This is an optimization exercise on Yosys and OpenROAD, whose aim is small area, not a production implementation. Only simulation tests tie the RTL to the original design; equivalence was not proved. No activity file was given, so power comes from the tool's default toggle rates.

==> 01-27: inputs <==
==> flow/design.v <==
package dcache_pkg;
  typedef logic [32-1:0] word_t;
endpackage
`timescale 1ns/1ps
module dcache (
  input  logic               CLK,
  input  logic               nRST,
  input  logic               dmem_ren,
  input  logic               dmem_wen,
  input  dcache_pkg::word_t  dmem_addr,
  input  dcache_pkg::word_t  dmem_store,
  output logic               dhit,
  output dcache_pkg::word_t  dmem_load,
  input  logic               dwait,
  input  dcache_pkg::word_t  dload,
  output logic               dren,
  output logic               dwen,
  output dcache_pkg::word_t  daddr,
  output dcache_pkg::word_t  dstore,
  input  logic               cc_grant,
  output logic               cc_inv_req,
  output dcache_pkg::word_t  cc_addr,
  input  logic               snoop_req,
  input  logic               snoop_excl,
  input  dcache_pkg::word_t  snoop_addr,
  output logic               snoop_ack
);
  localparam int IW = 3;
  localparam int TW = (32 - 3 - 3);
  localparam int WW = 32;
  localparam int NS = 2**IW;
  localparam logic [3:0] IDLE        = 4'd0;
  localparam logic [3:0] INV_REQ     = 4'd1;
  localparam logic [3:0] EVICT_WB1   = 4'd2;
  localparam logic [3:0] EVICT_WB2   = 4'd3;
  localparam logic [3:0] FILL1       = 4'd4;
  localparam logic [3:0] FILL2       = 4'd5;
  localparam logic [3:0] FILL_DONE   = 4'd6;
  localparam logic [3:0] SNOOP_WB1   = 4'd7;
  localparam logic [3:0] SNOOP_WB2   = 4'd8;
  localparam logic [3:0] SNOOP_TRANS = 4'd9;
  logic [3:0] state, nxt_state;
  logic [NS-1:0] valid0, valid1, dirty0, dirty1;
  logic [NS-1:0] lru;
  logic [TW-1:0] tag0 [NS];
  logic [TW-1:0] tag1 [NS];
  logic [WW-1:0] dat0 [NS][2];
  logic [WW-1:0] dat1 [NS][2];
  logic s_idle, s_inv, s_ewb1, s_ewb2, s_f1, s_f2, s_fd, s_swb1, s_swb2, s_st;
  assign s_idle = (state == IDLE);
  assign s_inv  = (state == INV_REQ);
  assign s_ewb1 = (state == EVICT_WB1);
  assign s_ewb2 = (state == EVICT_WB2);
  assign s_f1   = (state == FILL1);
  assign s_f2   = (state == FILL2);
  assign s_fd   = (state == FILL_DONE);
  assign s_swb1 = (state == SNOOP_WB1);
  assign s_swb2 = (state == SNOOP_WB2);
  assign s_st   = (state == SNOOP_TRANS);
  logic evict, fill, snoop_wb, word2;
  assign evict    = s_ewb1 | s_ewb2;
  assign fill     = s_f1 | s_f2;
  assign snoop_wb = s_swb1 | s_swb2;
  assign word2    = s_ewb2 | s_swb2 | s_f2;
  logic          snoop_mode;
  logic [IW-1:0] dm_idx, ridx;
  logic [TW-1:0] dm_tag, ctag;
  assign snoop_mode = (s_idle & snoop_req) | snoop_wb | s_st;
  assign dm_idx     = dmem_addr[IW+2:3];
  assign dm_tag     = dmem_addr[WW-1:IW+3];
  assign ridx       = snoop_mode ? snoop_addr[IW+2:3] : dm_idx;
  assign ctag       = snoop_mode ? snoop_addr[WW-1:IW+3] : dm_tag;
  logic [NS-1:0] rsel;
  logic          rv0, rv1, rd0, rd1;
  logic [TW-1:0] rt0, rt1;
  always_comb
  begin
    for (int s = 0; s < NS; s++)
      rsel[s] = (ridx == s);
    rt0 = '0;
    rt1 = '0;
    for (int s = 0; s < NS; s++)
    begin
      rt0 = rt0 | (tag0[s] & {TW{rsel[s]}});
      rt1 = rt1 | (tag1[s] & {TW{rsel[s]}});
    end
  end
  assign rv0 = valid0[ridx];
  assign rv1 = valid1[ridx];
  assign rd0 = dirty0[ridx];
  assign rd1 = dirty1[ridx];
  logic hit0, hit1, any, hdirty;
  assign hit0   = rv0 && (rt0 == ctag);
  assign hit1   = rv1 && (rt1 == ctag);
  assign any    = hit0 | hit1;
  assign hdirty = hit1 ? rd1 : rd0;
  logic pick, pick_dirty;
  assign pick       = !rv0 ? 1'b0 : (!rv1 ? 1'b1 : lru[ridx]);
  assign pick_dirty = pick ? (rv1 & rd1) : (rv0 & rd0);
  logic          rword, rway;
  logic [WW-1:0] rdata;
  assign rword = (evict | snoop_wb) ? word2 : dmem_addr[2];
  assign rway  = (evict | fill) ? pick : hit1;
  always_comb
  begin
    rdata = '0;
    for (int s = 0; s < NS; s++)
      for (int k = 0; k < 2; k++)
      begin
        rdata = rdata | (dat0[s][k] & {WW{rsel[s] && rword == k && !rway}});
        rdata = rdata | (dat1[s][k] & {WW{rsel[s] && rword == k &&  rway}});
      end
  end
  assign dmem_load = rdata;
  assign dstore    = rdata;
  assign cc_addr   = {dmem_addr[WW-1:3], 3'b000};
  assign daddr     = {(rway ? rt1 : rt0), ridx, word2, 2'b00};
  logic miss_fill, fill_start;
  assign miss_fill  = !any && !pick_dirty;
  assign fill_start = (s_idle && !snoop_req && dmem_ren && miss_fill) ||
                      (s_inv && cc_grant && miss_fill) ||
                      (s_ewb2 && !dwait);
  always_comb
  begin
    nxt_state  = state;
    dhit       = 1'b0;
    dren       = 1'b0;
    dwen       = 1'b0;
    cc_inv_req = 1'b0;
    snoop_ack  = 1'b0;
    case (state)
      IDLE:
      begin
        if (snoop_req)
          nxt_state = (any && hdirty) ? SNOOP_WB1 : SNOOP_TRANS;
        else if (dmem_ren)
        begin
          if (any)
            dhit = 1'b1;
          else
            nxt_state = pick_dirty ? EVICT_WB1 : FILL1;
        end
        else if (dmem_wen)
        begin
          if (any && hdirty)
            dhit = 1'b1;
          else
            nxt_state = INV_REQ;
        end
      end
      INV_REQ:
      begin
        cc_inv_req = 1'b1;
        if (cc_grant)
          nxt_state = any ? FILL_DONE : (pick_dirty ? EVICT_WB1 : FILL1);
      end
      EVICT_WB1:
      begin
        dwen = 1'b1;
        if (!dwait) nxt_state = EVICT_WB2;
      end
      EVICT_WB2:
      begin
        dwen = 1'b1;
        if (!dwait) nxt_state = FILL1;
      end
      FILL1:
      begin
        dren = 1'b1;
        if (!dwait) nxt_state = FILL2;
      end
      FILL2:
      begin
        dren = 1'b1;
        if (!dwait) nxt_state = FILL_DONE;
      end
      FILL_DONE:
      begin
        dhit      = 1'b1;
        nxt_state = IDLE;
      end
      SNOOP_WB1:
      begin
        dwen = 1'b1;
        if (!dwait) nxt_state = SNOOP_WB2;
      end
      SNOOP_WB2:
      begin
        dwen = 1'b1;
        if (!dwait) nxt_state = SNOOP_TRANS;
      end
      SNOOP_TRANS:
      begin
        snoop_ack = 1'b1;
        nxt_state = IDLE;
      end
      default:
        nxt_state = IDLE;
    endcase
  end
  logic wr_hit, lru_upd;
  assign wr_hit  = s_idle && !snoop_req && !dmem_ren && dmem_wen && any && hdirty;
  assign lru_upd = (s_idle && !snoop_req && dmem_ren && any) || wr_hit || s_fd;
  logic          wen, wway, wword;
  logic [WW-1:0] wdat;
  assign wen   = (fill && !dwait) || wr_hit || (s_fd && dmem_wen);
  assign wway  = fill ? pick : hit1;
  assign wword = fill ? s_f2 : dmem_addr[2];
  assign wdat  = fill ? dload : dmem_store;
  always_ff @(posedge CLK)
  begin
    for (int s = 0; s < NS; s++)
    begin
      if (fill_start && !pick && dm_idx == s)
        tag0[s] <= dm_tag;
      if (fill_start && pick && dm_idx == s)
        tag1[s] <= dm_tag;
      for (int k = 0; k < 2; k++)
      begin
        if (wen && !wway && dm_idx == s && wword == k)
          dat0[s][k] <= wdat;
        if (wen && wway && dm_idx == s && wword == k)
          dat1[s][k] <= wdat;
      end
    end
  end
  always_ff @(posedge CLK, negedge nRST)
  begin
    if (!nRST)
    begin
      state  <= IDLE;
      valid0 <= '0;
      valid1 <= '0;
    end
    else
    begin
      state <= nxt_state;
      if (fill_start)
      begin
        if (pick) valid1[dm_idx] <= 1'b0;
        else      valid0[dm_idx] <= 1'b0;
      end
      if (s_f2 && !dwait)
      begin
        if (pick) valid1[dm_idx] <= 1'b1;
        else      valid0[dm_idx] <= 1'b1;
      end
      if (s_st && any && snoop_excl)
      begin
        if (hit1) valid1[ridx] <= 1'b0;
        else      valid0[ridx] <= 1'b0;
      end
    end
  end
  always_ff @(posedge CLK)
  begin
    if (lru_upd)
      lru[dm_idx] <= ~hit1;
    if (fill_start)
    begin
      if (pick) dirty1[dm_idx] <= 1'b0;
      else      dirty0[dm_idx] <= 1'b0;
    end
    if (s_fd && dmem_wen)
    begin
      if (hit1) dirty1[dm_idx] <= 1'b1;
      else      dirty0[dm_idx] <= 1'b1;
    end
    if (s_st && any)
    begin
      if (hit1) dirty1[ridx] <= 1'b0;
      else      dirty0[ridx] <= 1'b0;
    end
  end
endmodule
==> flow/flow/run.sh <==
#!/bin/bash
# Own layout flow: the standard flow with an area-oriented ABC script,
# a denser floorplan, small port buffers and a clock tree of small buffers
# without dummy loads.
set -euo pipefail
W=$(pwd)
export FLOW_WORK=$W
export AREA_ABC_SCRIPT=$W/flow/area.abc
export BUFFER_PORTS_ARGS="-buffer_cell sky130_fd_sc_hd__buf_1"
export CTS_ARGS="-sink_clustering_enable -repair_clock_nets -dont_use_dummy_load -buf_list {sky130_fd_sc_hd__clkbuf_8} -sink_clustering_size 18 -sink_clustering_max_diameter 60"
bash standard.sh SYNTH_SCRIPT=$W/flow/synth_abc.tcl finish > $W/flow_make.log 2>&1
==> flow/flow/area.abc <==
strash
dc2
dc2
strash
&get -n
&synch2
&nf -R 1000
&put
==> flow/flow/synth_abc.tcl <==
# The standard flow's synthesis, with ABC run on an area-oriented script. Registers are
# mapped before ABC runs, so they are the standard synthesis's.
proc abc {args} {
  set i [lsearch -exact $args -script]
  if {$i >= 0} {
    lset args [expr {$i+1}] $::env(AREA_ABC_SCRIPT)
  }
  yosys abc {*}$args
}
source $::env(FLOW_WORK)/synth_recipe.tcl
==> flow/standard.sh <==
#!/bin/bash
# synth_recipe.tcl (not shown) runs the flow's synth.tcl, then flattens the netlist and writes it again
# the make line also repeats each setting of config.mk as NAME=value (left out here)
make -C /OpenROAD-flow-scripts/flow DESIGN_CONFIG=/design/flow/config.mk WORK_HOME=/design/flow/orfs CLKGATE_MAP_FILE= SYNTH_SCRIPT=/design/flow/synth_recipe.tcl "${@:-finish}"
==> flow/config.mk <==
export PLATFORM = sky130hd
export DESIGN_NAME = dcache
export DESIGN_NICKNAME = dcache
export VERILOG_FILES = /design/flow/design.v
export SDC_FILE = /design/flow/constraint.sdc
export NUM_CORES = 4
export LEC_CHECK = 0
export CAP_MARGIN = 20
export CORE_MARGIN = 2
export CORE_UTILIZATION = 60
export PLACE_DENSITY = 0.7
export SETUP_SLACK_MARGIN = 0.1
export SLEW_MARGIN = 20
==> flow/constraint.sdc <==
create_clock -name core_clock -period 12.0 [get_ports {CLK}]
set_input_delay 2.4000 -clock core_clock [delete_from_list [all_inputs] [get_ports {CLK}]]
set_output_delay 2.4000 -clock core_clock [all_outputs]
set_load 0.01 [all_outputs]
==> inputs of 11-06, as changes to 01-27 <==
==> flow/design.v, changed modules only <==
module dcache (
  input  logic               CLK,
  input  logic               nRST,
  input  logic               dmem_ren,
  input  logic               dmem_wen,
  input  dcache_pkg::word_t  dmem_addr,
  input  dcache_pkg::word_t  dmem_store,
  output logic               dhit,
  output dcache_pkg::word_t  dmem_load,
  input  logic               dwait,
  input  dcache_pkg::word_t  dload,
  output logic               dren,
  output logic               dwen,
  output dcache_pkg::word_t  daddr,
  output dcache_pkg::word_t  dstore,
  input  logic               cc_grant,
  output logic               cc_inv_req,
  output dcache_pkg::word_t  cc_addr,
  input  logic               snoop_req,
  input  logic               snoop_excl,
  input  dcache_pkg::word_t  snoop_addr,
  output logic               snoop_ack
);
  localparam int IW = 3;
  localparam int TW = (32 - 3 - 3);
  localparam int WW = 32;
  localparam int NS = 2**IW;
  localparam logic [3:0] IDLE        = 4'd0;
  localparam logic [3:0] INV_REQ     = 4'd1;
  localparam logic [3:0] EVICT_WB1   = 4'd2;
  localparam logic [3:0] EVICT_WB2   = 4'd3;
  localparam logic [3:0] FILL1       = 4'd4;
  localparam logic [3:0] FILL2       = 4'd5;
  localparam logic [3:0] FILL_DONE   = 4'd6;
  localparam logic [3:0] SNOOP_WB1   = 4'd7;
  localparam logic [3:0] SNOOP_WB2   = 4'd8;
  localparam logic [3:0] SNOOP_TRANS = 4'd9;
  logic [3:0] state, nxt_state;
  logic [NS-1:0] valid0, valid1, dirty0, dirty1;
  logic [NS-1:0] lru;
  logic          victim_q;
  logic [TW-1:0] tag0 [NS];
  logic [TW-1:0] tag1 [NS];
  logic [WW-1:0] dat0 [NS][2];
  logic [WW-1:0] dat1 [NS][2];
  logic s_idle, s_inv, s_ewb1, s_ewb2, s_f1, s_f2, s_fd, s_swb1, s_swb2, s_st;
  assign s_idle = (state == IDLE);
  assign s_inv  = (state == INV_REQ);
  assign s_ewb1 = (state == EVICT_WB1);
  assign s_ewb2 = (state == EVICT_WB2);
  assign s_f1   = (state == FILL1);
  assign s_f2   = (state == FILL2);
  assign s_fd   = (state == FILL_DONE);
  assign s_swb1 = (state == SNOOP_WB1);
  assign s_swb2 = (state == SNOOP_WB2);
  assign s_st   = (state == SNOOP_TRANS);
  logic evict, snoop_wb, word2;
  assign evict    = s_ewb1 | s_ewb2;
  assign snoop_wb = s_swb1 | s_swb2;
  assign word2    = s_ewb2 | s_swb2 | s_f2;
  logic          snoop_mode;
  logic [IW-1:0] dm_idx, ridx;
  logic [TW-1:0] ctag;
  assign snoop_mode = (s_idle & snoop_req) | snoop_wb | s_st;
  assign dm_idx     = dmem_addr[IW+2:3];
  assign ridx       = snoop_mode ? snoop_addr[IW+2:3] : dm_idx;
  assign ctag       = snoop_mode ? snoop_addr[WW-1:IW+3] : dmem_addr[WW-1:IW+3];
  logic          rv0, rv1, rd0, rd1;
  logic [TW-1:0] rt0, rt1;
  logic          hit0, hit1, any, hdirty;
  assign rv0    = valid0[ridx];
  assign rv1    = valid1[ridx];
  assign rd0    = dirty0[ridx];
  assign rd1    = dirty1[ridx];
  assign rt0    = tag0[ridx];
  assign rt1    = tag1[ridx];
  assign hit0   = rv0 && (rt0 == ctag);
  assign hit1   = rv1 && (rt1 == ctag);
  assign any    = hit0 | hit1;
  assign hdirty = hit1 ? rd1 : rd0;
  logic pick, pick_dirty;
  assign pick       = !rv0 ? 1'b0 : (!rv1 ? 1'b1 : lru[ridx]);
  assign pick_dirty = pick ? rd1 : rd0;
  logic          rword, rway;
  logic [WW-1:0] r0, r1, rdata;
  assign rword = (evict | snoop_wb) ? word2 : dmem_addr[2];
  assign rway  = evict ? victim_q : hit1;
  assign r0    = dat0[ridx][rword];
  assign r1    = dat1[ridx][rword];
  assign rdata = rway ? r1 : r0;
  assign dmem_load = rdata;
  assign dstore    = rdata;
  assign cc_addr   = {dmem_addr[WW-1:3], 3'b000};
  assign daddr     = {(evict ? (victim_q ? rt1 : rt0) : ctag), ridx, word2, 2'b00};
  logic wr_hit, lru_upd;
  assign wr_hit = s_idle & !snoop_req & !dmem_ren & dmem_wen & any & hdirty;
  always_comb
  begin
    nxt_state  = state;
    dhit       = 1'b0;
    dren       = 1'b0;
    dwen       = 1'b0;
    cc_inv_req = 1'b0;
    snoop_ack  = 1'b0;
    case (state)
      IDLE:
      begin
        if (snoop_req)
          nxt_state = (any && hdirty) ? SNOOP_WB1 : SNOOP_TRANS;
        else if (dmem_ren)
        begin
          if (any)
            dhit = 1'b1;
          else
            nxt_state = pick_dirty ? EVICT_WB1 : FILL1;
        end
        else if (dmem_wen)
        begin
          if (any && hdirty)
            dhit = 1'b1;
          else
            nxt_state = INV_REQ;
        end
      end
      INV_REQ:
      begin
        cc_inv_req = 1'b1;
        if (cc_grant)
          nxt_state = any ? FILL_DONE : (pick_dirty ? EVICT_WB1 : FILL1);
      end
      EVICT_WB1:
      begin
        dwen = 1'b1;
        if (!dwait) nxt_state = EVICT_WB2;
      end
      EVICT_WB2:
      begin
        dwen = 1'b1;
        if (!dwait) nxt_state = FILL1;
      end
      FILL1:
      begin
        dren = 1'b1;
        if (!dwait) nxt_state = FILL2;
      end
      FILL2:
      begin
        dren = 1'b1;
        if (!dwait) nxt_state = FILL_DONE;
      end
      FILL_DONE:
      begin
        dhit      = 1'b1;
        nxt_state = IDLE;
      end
      SNOOP_WB1:
      begin
        dwen = 1'b1;
        if (!dwait) nxt_state = SNOOP_WB2;
      end
      SNOOP_WB2:
      begin
        dwen = 1'b1;
        if (!dwait) nxt_state = SNOOP_TRANS;
      end
      SNOOP_TRANS:
      begin
        snoop_ack = 1'b1;
        nxt_state = IDLE;
      end
      default:
        nxt_state = IDLE;
    endcase
  end
  assign lru_upd = (s_idle & !snoop_req & any & (dmem_ren | (!dmem_ren & dmem_wen & hdirty))) | s_fd;
  logic          fill_we, wen, wway, wword;
  logic [WW-1:0] wdat;
  assign fill_we = (s_f1 | s_f2) & !dwait;
  assign wen     = fill_we | wr_hit | (s_fd & dmem_wen);
  assign wway    = (s_f1 | s_f2) ? victim_q : hit1;
  assign wword   = (s_f1 | s_f2) ? s_f2 : dmem_addr[2];
  assign wdat    = (s_f1 | s_f2) ? dload : dmem_store;
  always_ff @(posedge CLK)
  begin
    for (int s = 0; s < NS; s++)
    begin
      if (s_f1 && !dwait && !victim_q && dm_idx == s)
        tag0[s] <= dmem_addr[WW-1:IW+3];
      if (s_f1 && !dwait && victim_q && dm_idx == s)
        tag1[s] <= dmem_addr[WW-1:IW+3];
      for (int k = 0; k < 2; k++)
      begin
        if (wen && !wway && dm_idx == s && wword == k)
          dat0[s][k] <= wdat;
        if (wen && wway && dm_idx == s && wword == k)
          dat1[s][k] <= wdat;
      end
    end
  end
  always_ff @(posedge CLK, negedge nRST)
  begin
    if (!nRST)
    begin
      state    <= IDLE;
      valid0   <= '0;
      valid1   <= '0;
      dirty0   <= '0;
      dirty1   <= '0;
      lru      <= '0;
      victim_q <= 1'b0;
    end
    else
    begin
      state <= nxt_state;
      if (s_idle || s_inv)
        victim_q <= pick;
      if (lru_upd)
        lru[dm_idx] <= ~hit1;
      if (s_f1 && !dwait)
      begin
        if (victim_q) begin valid1[dm_idx] <= 1'b0; dirty1[dm_idx] <= 1'b0; end
        else          begin valid0[dm_idx] <= 1'b0; dirty0[dm_idx] <= 1'b0; end
      end
      if (s_f2 && !dwait)
      begin
        if (victim_q) valid1[dm_idx] <= 1'b1;
        else          valid0[dm_idx] <= 1'b1;
      end
      if (s_fd && dmem_wen)
      begin
        if (hit1) dirty1[dm_idx] <= 1'b1;
        else      dirty0[dm_idx] <= 1'b1;
      end
      if (s_st && any)
      begin
        if (hit1) begin dirty1[ridx] <= 1'b0; if (snoop_excl) valid1[ridx] <= 1'b0; end
        else      begin dirty0[ridx] <= 1'b0; if (snoop_excl) valid0[ridx] <= 1'b0; end
      end
    end
  end
endmodule
--- a/flow/flow/run.sh
+++ b/flow/flow/run.sh
@@ -9,3 +9,3 @@
 export BUFFER_PORTS_ARGS="-buffer_cell sky130_fd_sc_hd__buf_1"
-export CTS_ARGS="-sink_clustering_enable -repair_clock_nets -dont_use_dummy_load -buf_list {sky130_fd_sc_hd__clkbuf_8} -sink_clustering_size 18 -sink_clustering_max_diameter 60"
+export CTS_ARGS="-sink_clustering_enable -repair_clock_nets -dont_use_dummy_load -buf_list {sky130_fd_sc_hd__clkbuf_4 sky130_fd_sc_hd__clkbuf_8}"
 bash standard.sh SYNTH_SCRIPT=$W/flow/synth_abc.tcl finish > $W/flow_make.log 2>&1
==> flow/flow/area.abc (replaced) <==
strash
ifraig
dc2
strash
&get -n
&dch -f
&nf -R 1000
&put
- CORE_UTILIZATION: 60 -> 65
- PLACE_DENSITY: 0.7 -> 0.75
- SETUP_SLACK_MARGIN: 0.1 -> 0.3
==> inputs of 04-01, as changes to 01-27 <==
--- a/flow/design.v
+++ b/flow/design.v
@@ -98,3 +98,3 @@
   assign pick       = !rv0 ? 1'b0 : (!rv1 ? 1'b1 : lru[ridx]);
-  assign pick_dirty = pick ? (rv1 & rd1) : (rv0 & rd0);
+  assign pick_dirty = pick ? rd1 : rd0;
   logic          rword, rway;
@@ -233,2 +233,5 @@
       valid1 <= '0;
+      dirty0 <= '0;
+      dirty1 <= '0;
+      lru    <= '0;
     end
@@ -237,6 +240,8 @@
       state <= nxt_state;
+      if (lru_upd)
+        lru[dm_idx] <= ~hit1;
       if (fill_start)
       begin
-        if (pick) valid1[dm_idx] <= 1'b0;
-        else      valid0[dm_idx] <= 1'b0;
+        if (pick) begin valid1[dm_idx] <= 1'b0; dirty1[dm_idx] <= 1'b0; end
+        else      begin valid0[dm_idx] <= 1'b0; dirty0[dm_idx] <= 1'b0; end
       end
@@ -247,27 +252,12 @@
       end
-      if (s_st && any && snoop_excl)
-      begin
-        if (hit1) valid1[ridx] <= 1'b0;
-        else      valid0[ridx] <= 1'b0;
-      end
-    end
-  end
-  always_ff @(posedge CLK)
-  begin
-    if (lru_upd)
-      lru[dm_idx] <= ~hit1;
-    if (fill_start)
-    begin
-      if (pick) dirty1[dm_idx] <= 1'b0;
-      else      dirty0[dm_idx] <= 1'b0;
-    end
-    if (s_fd && dmem_wen)
-    begin
-      if (hit1) dirty1[dm_idx] <= 1'b1;
-      else      dirty0[dm_idx] <= 1'b1;
-    end
-    if (s_st && any)
-    begin
-      if (hit1) dirty1[ridx] <= 1'b0;
-      else      dirty0[ridx] <= 1'b0;
+      if (s_fd && dmem_wen)
+      begin
+        if (hit1) dirty1[dm_idx] <= 1'b1;
+        else      dirty0[dm_idx] <= 1'b1;
+      end
+      if (s_st && any)
+      begin
+        if (hit1) begin dirty1[ridx] <= 1'b0; if (snoop_excl) valid1[ridx] <= 1'b0; end
+        else      begin dirty0[ridx] <= 1'b0; if (snoop_excl) valid0[ridx] <= 1'b0; end
+      end
     end
==> flow/flow/area.abc (replaced) <==
strash
ifraig
dc2
strash
&get -n
&dch -f
&nf -R 1000
&put
- SETUP_SLACK_MARGIN: 0.1 -> 0.3
==> summary of the runs <==
11-06 finished clean. 04-01 went through all stages and came out clean. 01-27 went through all stages and came out clean.
Against 04-01, the sequential power of 01-27 is lower by about 0.8%.
Between 04-01 and 01-27, the lower setup slack is in 01-27 (gap 0.061 ns).
The lowest non-clock buffer count belongs to 11-06, the highest to 01-27.
Critical path depth: 01-27 > 04-01 > 11-06.

-- re-timing with driven ports --
The results above use ideal ports. As a check the final layouts listed here were re-extracted and re-timed, cells and wires unchanged. Step 1 sets driving cells, clkbuf_16 on the clock port and buf_2 on the other inputs (assumed; they add their load-dependent delay and slew). Step 2 moves the port delays by t, midway between the first and last clock arrival at a register: inputs arrive t later, outputs are due t later. That takes back most of the time a late clock gives input paths. Slacks: no drivers / after step 1 / after step 2; pairs: no drivers / after step 1.
run	shift t [ns]	slack for setup (ns)	hold WS [ns]	worst setup path after step 2
01-27	0.822	0.392 / 0.363 / 0.363	0.523 / 0.523 / 0.523	input to output
11-06	0.948	0.932 / 0.909 / 0.909	0.483 / 0.483 / 0.483	input to output
04-01	0.803	0.454 / 0.429 / 0.429	0.540 / 0.540 / 0.540	input to output
After both steps setup and hold are still met in every run listed. For 01-27, which loses most, drivers alone change the setup slack by -0.029 ns; drivers and shift together by -0.029 ns.
